This is an optimization exercise on Yosys and OpenROAD, whose aim is small area, a short achievable clock period and few clock cycles per item, not a production implementation. At most, simulation tests tie the RTL to the original design; equivalence was not proved. Power and IR drop assume default switching activity.

==> flow/design.v <==
package spp_pkg;
  localparam int US_W  = 12;
  localparam int VAL_W = 16;
  localparam int CNT_W = 16;
  localparam int IDX_W = 3;
  typedef enum logic [1:0] {
    CMD_TICK = 2'd0,
    CMD_AUTO = 2'd1,
    CMD_US   = 2'd2
  } cmd_t;
  typedef enum logic [1:0] {
    CH_A    = 2'd0,
    CH_B    = 2'd1,
    CH_BOTH = 2'd2
  } chan_t;
  localparam logic [IDX_W-1:0] REG_MIN_A = 3'd0;
  localparam logic [IDX_W-1:0] REG_MAX_A = 3'd1;
  localparam logic [IDX_W-1:0] REG_MIN_B = 3'd2;
  localparam logic [IDX_W-1:0] REG_MAX_B = 3'd3;
  localparam logic [IDX_W-1:0] REG_EN_A  = 3'd4;
  localparam logic [IDX_W-1:0] REG_EN_B  = 3'd5;
  localparam logic [US_W-1:0] MIN_RESET = 12'd544;
  localparam logic [US_W-1:0] MAX_RESET = 12'd2400;
  typedef struct packed {
    logic s2;
    logic s3;
  } stage_en_t;
  typedef struct packed {
    logic       load;
    logic [1:0] cmd;
    logic [1:0] channel;
  } upd_ctl_t;
endpackage
module servo_pulse_pwm_two_channel #(
  parameter int TICKS_PER_US = 16,
  parameter int MAX_ANGLE    = 180
) (
  input  logic         clk,
  input  logic         rst,
  input  logic         cfg_valid,
  output logic         cfg_ready,
  input  logic [2:0]   cfg_index,
  input  logic [11:0]  cfg_data,
  input  logic         item_valid,
  output logic         item_ready,
  input  logic [1:0]   item_cmd,
  input  logic [1:0]   item_channel,
  input  logic [15:0]  item_value,
  output logic         result_valid,
  input  logic         result_ready,
  output logic         result_pwm_a,
  output logic         result_pwm_b,
  output logic [15:0]  result_count
);
  logic [11:0] min_a, max_a, min_b, max_b;
  logic        enable_a, enable_b;
  logic [15:0] counter;
  logic [11:0] act_a, act_b;      
  logic        le_a, le_b;        
  logic [12:0] pend_a, pend_b;    
  logic        need_a, need_b;    
  logic        busy, cur;
  logic        bel, abv, angf, gtf, negf;
  logic [4:0]  step;
  logic [19:0] x;
  logic        t1, t2, t3;
  logic        hu;                
  logic        e1, e2;
  logic        irdy, rv;
  assign cfg_ready = 1'b1;
  always_ff @(posedge clk) begin
    if (rst) begin
      min_a    <= spp_pkg::MIN_RESET;
      max_a    <= spp_pkg::MAX_RESET;
      min_b    <= spp_pkg::MIN_RESET;
      max_b    <= spp_pkg::MAX_RESET;
      enable_a <= 1'b0;
      enable_b <= 1'b0;
    end else if (cfg_valid) begin
      case (cfg_index)
        spp_pkg::REG_MIN_A: min_a    <= cfg_data;
        spp_pkg::REG_MAX_A: max_a    <= cfg_data;
        spp_pkg::REG_MIN_B: min_b    <= cfg_data;
        spp_pkg::REG_MAX_B: max_b    <= cfg_data;
        spp_pkg::REG_EN_A:  enable_a <= cfg_data[0];
        spp_pkg::REG_EN_B:  enable_b <= cfg_data[0];
        default: ;
      endcase
    end
  end
  logic acc, take, is_tick, is_wr, wr_a, wr_b;
  logic [12:0] raw;
  assign acc     = item_valid && irdy;
  assign take    = rv && result_ready;
  assign is_tick = item_cmd == 2'd0;
  assign is_wr   = item_cmd == 2'd1 || item_cmd == 2'd2;
  assign wr_a    = acc && is_wr && (item_channel == 2'd0 || item_channel == 2'd2);
  assign wr_b    = acc && is_wr && (item_channel != 2'd0);
  assign raw     = {item_cmd == 2'd1, item_value[11:0] | {12{|item_value[15:12]}}};
  logic [11:0] lo, hi, v;
  logic        pauto;
  logic [11:0] q;
  logic [12:0] sum;
  logic [7:0]  acc_in;
  logic        mbit;
  logic [8:0]  macc;
  logic [6:0]  dt, dsub;
  logic        dge;
  logic        s_cmp, s_first, s_mul, s_add, s_fin;
  logic [11:0] w_simple, w_angle;
  assign lo    = cur ? min_b  : min_a;
  assign hi    = cur ? max_b  : max_a;
  assign v     = cur ? pend_b[11:0] : pend_a[11:0];
  assign pauto = cur ? pend_b[12]   : pend_a[12];
  assign q     = x[13:2];
  assign s_cmp   = busy && step == 5'd0;
  assign s_first = busy && step == 5'd1;
  assign s_mul   = step >= 5'd1 && step <= 5'd12;
  assign s_add   = step == 5'd25;
  assign s_fin   = busy && step == 5'd26;
  always_comb begin
    sum      = {1'b0, lo} + {1'b0, (step == 5'd0) ? ~hi : q};
    acc_in   = (step == 5'd1 && !negf) ? 8'd0 : x[19:12];
    mbit     = x[0] ^ !negf;
    macc     = {1'b0, acc_in} + (mbit ? {1'b0, v[7:0]} : 9'd0);
    dt       = {x[19:14], x[13]};
    dge      = dt >= 7'd45;
    dsub     = dt - 7'd45;
    if (angf && gtf) w_simple = negf ? lo : hi;
    else if (bel)    w_simple = lo;
    else if (abv)    w_simple = hi;
    else             w_simple = v;
    w_angle  = negf ? (x[12] ? hi : lo) : x[11:0];
  end
  logic        busy_n, cur_n, need_a_n, need_b_n;
  logic [12:0] pend_a_n, pend_b_n;
  logic        conv_wr;
  logic [11:0] conv_w;
  always_comb begin
    busy_n   = busy;
    cur_n    = cur;
    need_a_n = need_a;
    need_b_n = need_b;
    conv_wr  = 1'b0;
    conv_w   = s_fin ? w_angle : w_simple;
    if (!busy) begin
      if (need_a || need_b) begin
        busy_n = 1'b1;
        cur_n  = !need_a;
        if (need_a) need_a_n = 1'b0; else need_b_n = 1'b0;
      end
    end else if (s_fin || (s_first && !(angf && !gtf))) begin
      busy_n  = 1'b0;
      conv_wr = 1'b1;
    end
    pend_a_n = (conv_wr && !cur) ? {1'b0, conv_w} : pend_a;
    pend_b_n = (conv_wr &&  cur) ? {1'b0, conv_w} : pend_b;
    if (busy && (cur ? wr_b : wr_a)) busy_n = 1'b0;
    if (wr_a) begin
      pend_a_n = raw;
      need_a_n = 1'b1;
    end
    if (wr_b) begin
      pend_b_n = raw;
      need_b_n = 1'b1;
    end
  end
  always_ff @(posedge clk) begin
    if (rst) begin
      busy   <= 1'b0;
      need_a <= 1'b0;
      need_b <= 1'b0;
      pend_a <= '0;
      pend_b <= '0;
    end else begin
      busy   <= busy_n;
      need_a <= need_a_n;
      need_b <= need_b_n;
      pend_a <= pend_a_n;
      pend_b <= pend_b_n;
    end
  end
  always_ff @(posedge clk) begin
    cur  <= cur_n;
    step <= busy ? step + 5'd1 : 5'd0;
    if (s_cmp) begin
      bel  <= v < lo;
      abv  <= v > hi;
      angf <= pauto && (v < lo);
      gtf  <= v > 12'(MAX_ANGLE);
      negf <= sum[12];
      x    <= {v[7:0], sum[11:0]};
    end else if (s_mul) begin
      x <= {macc, x[11:1]};
    end else if (s_add) begin
      x[12:0] <= {q == 12'd0, sum[11:0]};
    end else begin
      x <= {dge ? dsub[5:0] : dt[5:0], x[12:2], dge, x[1:0]};
    end
  end
  logic        t1_n, t2_n, t3_n, hu_n, e1_n, e2_n;
  logic        ap_raw, ap, wrap, nearwrap, busy_any, busy_any_n;
  assign busy_any   = busy | need_a | need_b;
  assign busy_any_n = busy_n | need_a_n | need_b_n;
  assign wrap       = counter == 16'hFFFF;
  assign nearwrap   = counter[15:3] == 13'h1FFF;
  always_comb begin
    if (take) begin
      t1_n = acc | t2;
      t2_n = acc ? t2 : t3;
      t3_n = 1'b0;
    end else begin
      t1_n = acc | t1;
      t2_n = acc ? t1 : t2;
      t3_n = acc ? t2 : t3;
    end
    if (take) ap_raw = t2 ? e1 : (acc & is_tick);
    else      ap_raw = t1 ? hu : (acc & is_tick);
    ap   = ap_raw & !(wrap & busy_any);
    hu_n = ap_raw & wrap & busy_any;
    if (take) e1_n = t3 ? e2 : is_tick;
    else      e1_n = (t1 & !t2) ? is_tick : e1;
    e2_n = (!take & t2 & !t3) ? is_tick : e2;
  end
  always_ff @(posedge clk) begin
    if (rst) begin
      t1      <= 1'b0;
      t2      <= 1'b0;
      t3      <= 1'b0;
      hu      <= 1'b0;
      e1      <= 1'b0;
      e2      <= 1'b0;
      irdy    <= 1'b1;
      rv      <= 1'b0;
      counter <= '0;
      act_a   <= '0;
      act_b   <= '0;
      le_a    <= 1'b1;
      le_b    <= 1'b1;
    end else begin
      t1   <= t1_n;
      t2   <= t2_n;
      t3   <= t3_n;
      hu   <= hu_n;
      e1   <= e1_n;
      e2   <= e2_n;
      irdy <= !t3_n && !(nearwrap && (hu_n || (t2_n && e1_n)));
      rv   <= t1_n && !hu_n && (t2_n || !busy_any_n);
      if (ap) begin
        counter <= counter + 16'd1;
        if (wrap) begin
          act_a <= pend_a[11:0];
          act_b <= pend_b[11:0];
          le_a  <= 1'b1;
          le_b  <= 1'b1;
        end else begin
          if (counter == {act_a, 4'b0000}) le_a <= 1'b0;
          if (counter == {act_b, 4'b0000}) le_b <= 1'b0;
        end
      end
    end
  end
  assign item_ready   = irdy;
  assign result_valid = rv;
  assign result_count = counter;
  assign result_pwm_a = enable_a && le_a;
  assign result_pwm_b = enable_b && le_b;
endmodule
Settings: LEC_CHECK=0, CAP_MARGIN=20, CORE_MARGIN=2, CORE_UTILIZATION=40, SETUP_SLACK_MARGIN=4.0, SLEW_MARGIN=20; clock period 7.0 ns.
run.sh (not shown) runs the stock make flow with config.mk's settings and CLKGATE_MAP_FILE= SYNTH_SCRIPT=/design/flow/synth_recipe.tcl, a recipe that flattens the netlist after the stock synthesis.
Testbench counts at the start, summed over its fixed seeds: cycles 1,049,224, items 1,048,576.
Edit:
--- a/flow/design.v
+++ b/flow/design.v
@@ -55,10 +55,11 @@
   logic [11:0] min_a, max_a, min_b, max_b;
   logic        enable_a, enable_b;
   logic [15:0] counter;
   logic [11:0] act_a, act_b;      
   logic        le_a, le_b;        
+  logic        wrapped;           
   logic [12:0] pend_a, pend_b;    
   logic        need_a, need_b;    
   logic        busy, cur;
   logic        bel, abv, angf, gtf, negf;
   logic [4:0]  step;
@@ -66,29 +67,29 @@
   logic        t1, t2, t3;
   logic        hu;                
   logic        e1, e2;
   logic        irdy, rv;
   assign cfg_ready = 1'b1;
-  always_ff @(posedge clk) begin
-    if (rst) begin
-      min_a    <= spp_pkg::MIN_RESET;
-      max_a    <= spp_pkg::MAX_RESET;
-      min_b    <= spp_pkg::MIN_RESET;
-      max_b    <= spp_pkg::MAX_RESET;
-      enable_a <= 1'b0;
-      enable_b <= 1'b0;
-    end else if (cfg_valid) begin
-      case (cfg_index)
-        spp_pkg::REG_MIN_A: min_a    <= cfg_data;
-        spp_pkg::REG_MAX_A: max_a    <= cfg_data;
-        spp_pkg::REG_MIN_B: min_b    <= cfg_data;
-        spp_pkg::REG_MAX_B: max_b    <= cfg_data;
-        spp_pkg::REG_EN_A:  enable_a <= cfg_data[0];
-        spp_pkg::REG_EN_B:  enable_b <= cfg_data[0];
-        default: ;
-      endcase
-    end
+  logic [11:0] d_min, d_max;
+  logic        d_en;
+  logic        we_min_a, we_max_a, we_min_b, we_max_b, we_en_a, we_en_b;
+  assign d_min    = rst ? spp_pkg::MIN_RESET : cfg_data;
+  assign d_max    = rst ? spp_pkg::MAX_RESET : cfg_data;
+  assign d_en     = !rst && cfg_data[0];
+  assign we_min_a = rst || (cfg_valid && cfg_index == spp_pkg::REG_MIN_A);
+  assign we_max_a = rst || (cfg_valid && cfg_index == spp_pkg::REG_MAX_A);
+  assign we_min_b = rst || (cfg_valid && cfg_index == spp_pkg::REG_MIN_B);
+  assign we_max_b = rst || (cfg_valid && cfg_index == spp_pkg::REG_MAX_B);
+  assign we_en_a  = rst || (cfg_valid && cfg_index == spp_pkg::REG_EN_A);
+  assign we_en_b  = rst || (cfg_valid && cfg_index == spp_pkg::REG_EN_B);
+  always_ff @(posedge clk) begin
+    if (we_min_a) min_a    <= d_min;
+    if (we_max_a) max_a    <= d_max;
+    if (we_min_b) min_b    <= d_min;
+    if (we_max_b) max_b    <= d_max;
+    if (we_en_a)  enable_a <= d_en;
+    if (we_en_b)  enable_b <= d_en;
   end
   logic acc, take, is_tick, is_wr, wr_a, wr_b;
   logic [12:0] raw;
   assign acc     = item_valid && irdy;
   assign take    = rv && result_ready;
@@ -214,12 +215,12 @@
       t2_n = acc ? t1 : t2;
       t3_n = acc ? t2 : t3;
     end
     if (take) ap_raw = t2 ? e1 : (acc & is_tick);
     else      ap_raw = t1 ? hu : (acc & is_tick);
-    ap   = ap_raw & !(wrap & busy_any);
-    hu_n = ap_raw & wrap & busy_any;
+    ap   = ap_raw & !((wrap & busy_any) | wrapped);
+    hu_n = ap_raw & ((wrap & busy_any) | wrapped);
     if (take) e1_n = t3 ? e2 : is_tick;
     else      e1_n = (t1 & !t2) ? is_tick : e1;
     e2_n = (!take & t2 & !t3) ? is_tick : e2;
   end
   always_ff @(posedge clk) begin
@@ -235,24 +236,28 @@
       counter <= '0;
       act_a   <= '0;
       act_b   <= '0;
       le_a    <= 1'b1;
       le_b    <= 1'b1;
+      wrapped <= 1'b0;
     end else begin
       t1   <= t1_n;
       t2   <= t2_n;
       t3   <= t3_n;
       hu   <= hu_n;
       e1   <= e1_n;
       e2   <= e2_n;
       irdy <= !t3_n && !(nearwrap && (hu_n || (t2_n && e1_n)));
       rv   <= t1_n && !hu_n && (t2_n || !busy_any_n);
+      wrapped <= ap && wrap;
+      if (wrapped) begin
+        act_a <= pend_a[11:0];
+        act_b <= pend_b[11:0];
+      end
       if (ap) begin
         counter <= counter + 16'd1;
         if (wrap) begin
-          act_a <= pend_a[11:0];
-          act_b <= pend_b[11:0];
           le_a  <= 1'b1;
           le_b  <= 1'b1;
         end else begin
           if (counter == {act_a, 4'b0000}) le_a <= 1'b0;
           if (counter == {act_b, 4'b0000}) le_b <= 1'b0;
The new run went through all stages and came out clean.
Routed wire length fell by a few percent.
Worst setup slack is worse by 0.042 ns.
Area after synthesis rose slightly.
Die area increases slightly.
Power came out higher by a little under a tenth.
Fmax fell slightly.
Clock-buffer cell count drops by 1.
Via count goes down by a little under a tenth.
For the second run of this note, only the layout was checked, not whether the RTL still works.

-- re-timing with driven ports --
In the flow no input, the clock included, has a driving cell. The finished layouts below were timed again as built, in two steps. Step 1, drivers: a clkbuf_16 drives clk and a buf_2 each remaining input, both assumed. Step 2 adds t to the input delays and takes it off the output delays; t is the mean of the earliest and latest rising clock arrival at the registers after step 1. Input paths then give back, and output paths get back, about the clock's delay inside the block. Three values: ideal ports, drivers, drivers and shift; two values: the first two.
| run | shift t [ns] | slack for setup (ns) | hold WS [ns] | worst register clock-pin slew, ns | worst slew at a driven data input, ns |
|---|---|---|---|---|---|
| the first run | 0.484 | 4.018 / 3.997 / 3.559 | 0.455 / 0.455 / 0.455 | 0.07 / 0.07 | 0.05 |
| the second run | 0.479 | 3.976 / 3.976 / 3.676 | 0.452 / 0.452 / 0.452 | 0.08 / 0.08 | 0.05 |
After both steps every run listed still meets setup and hold. For the first run, which loses most, drivers alone change the setup slack by -0.021 ns; drivers and shift together by -0.459 ns.
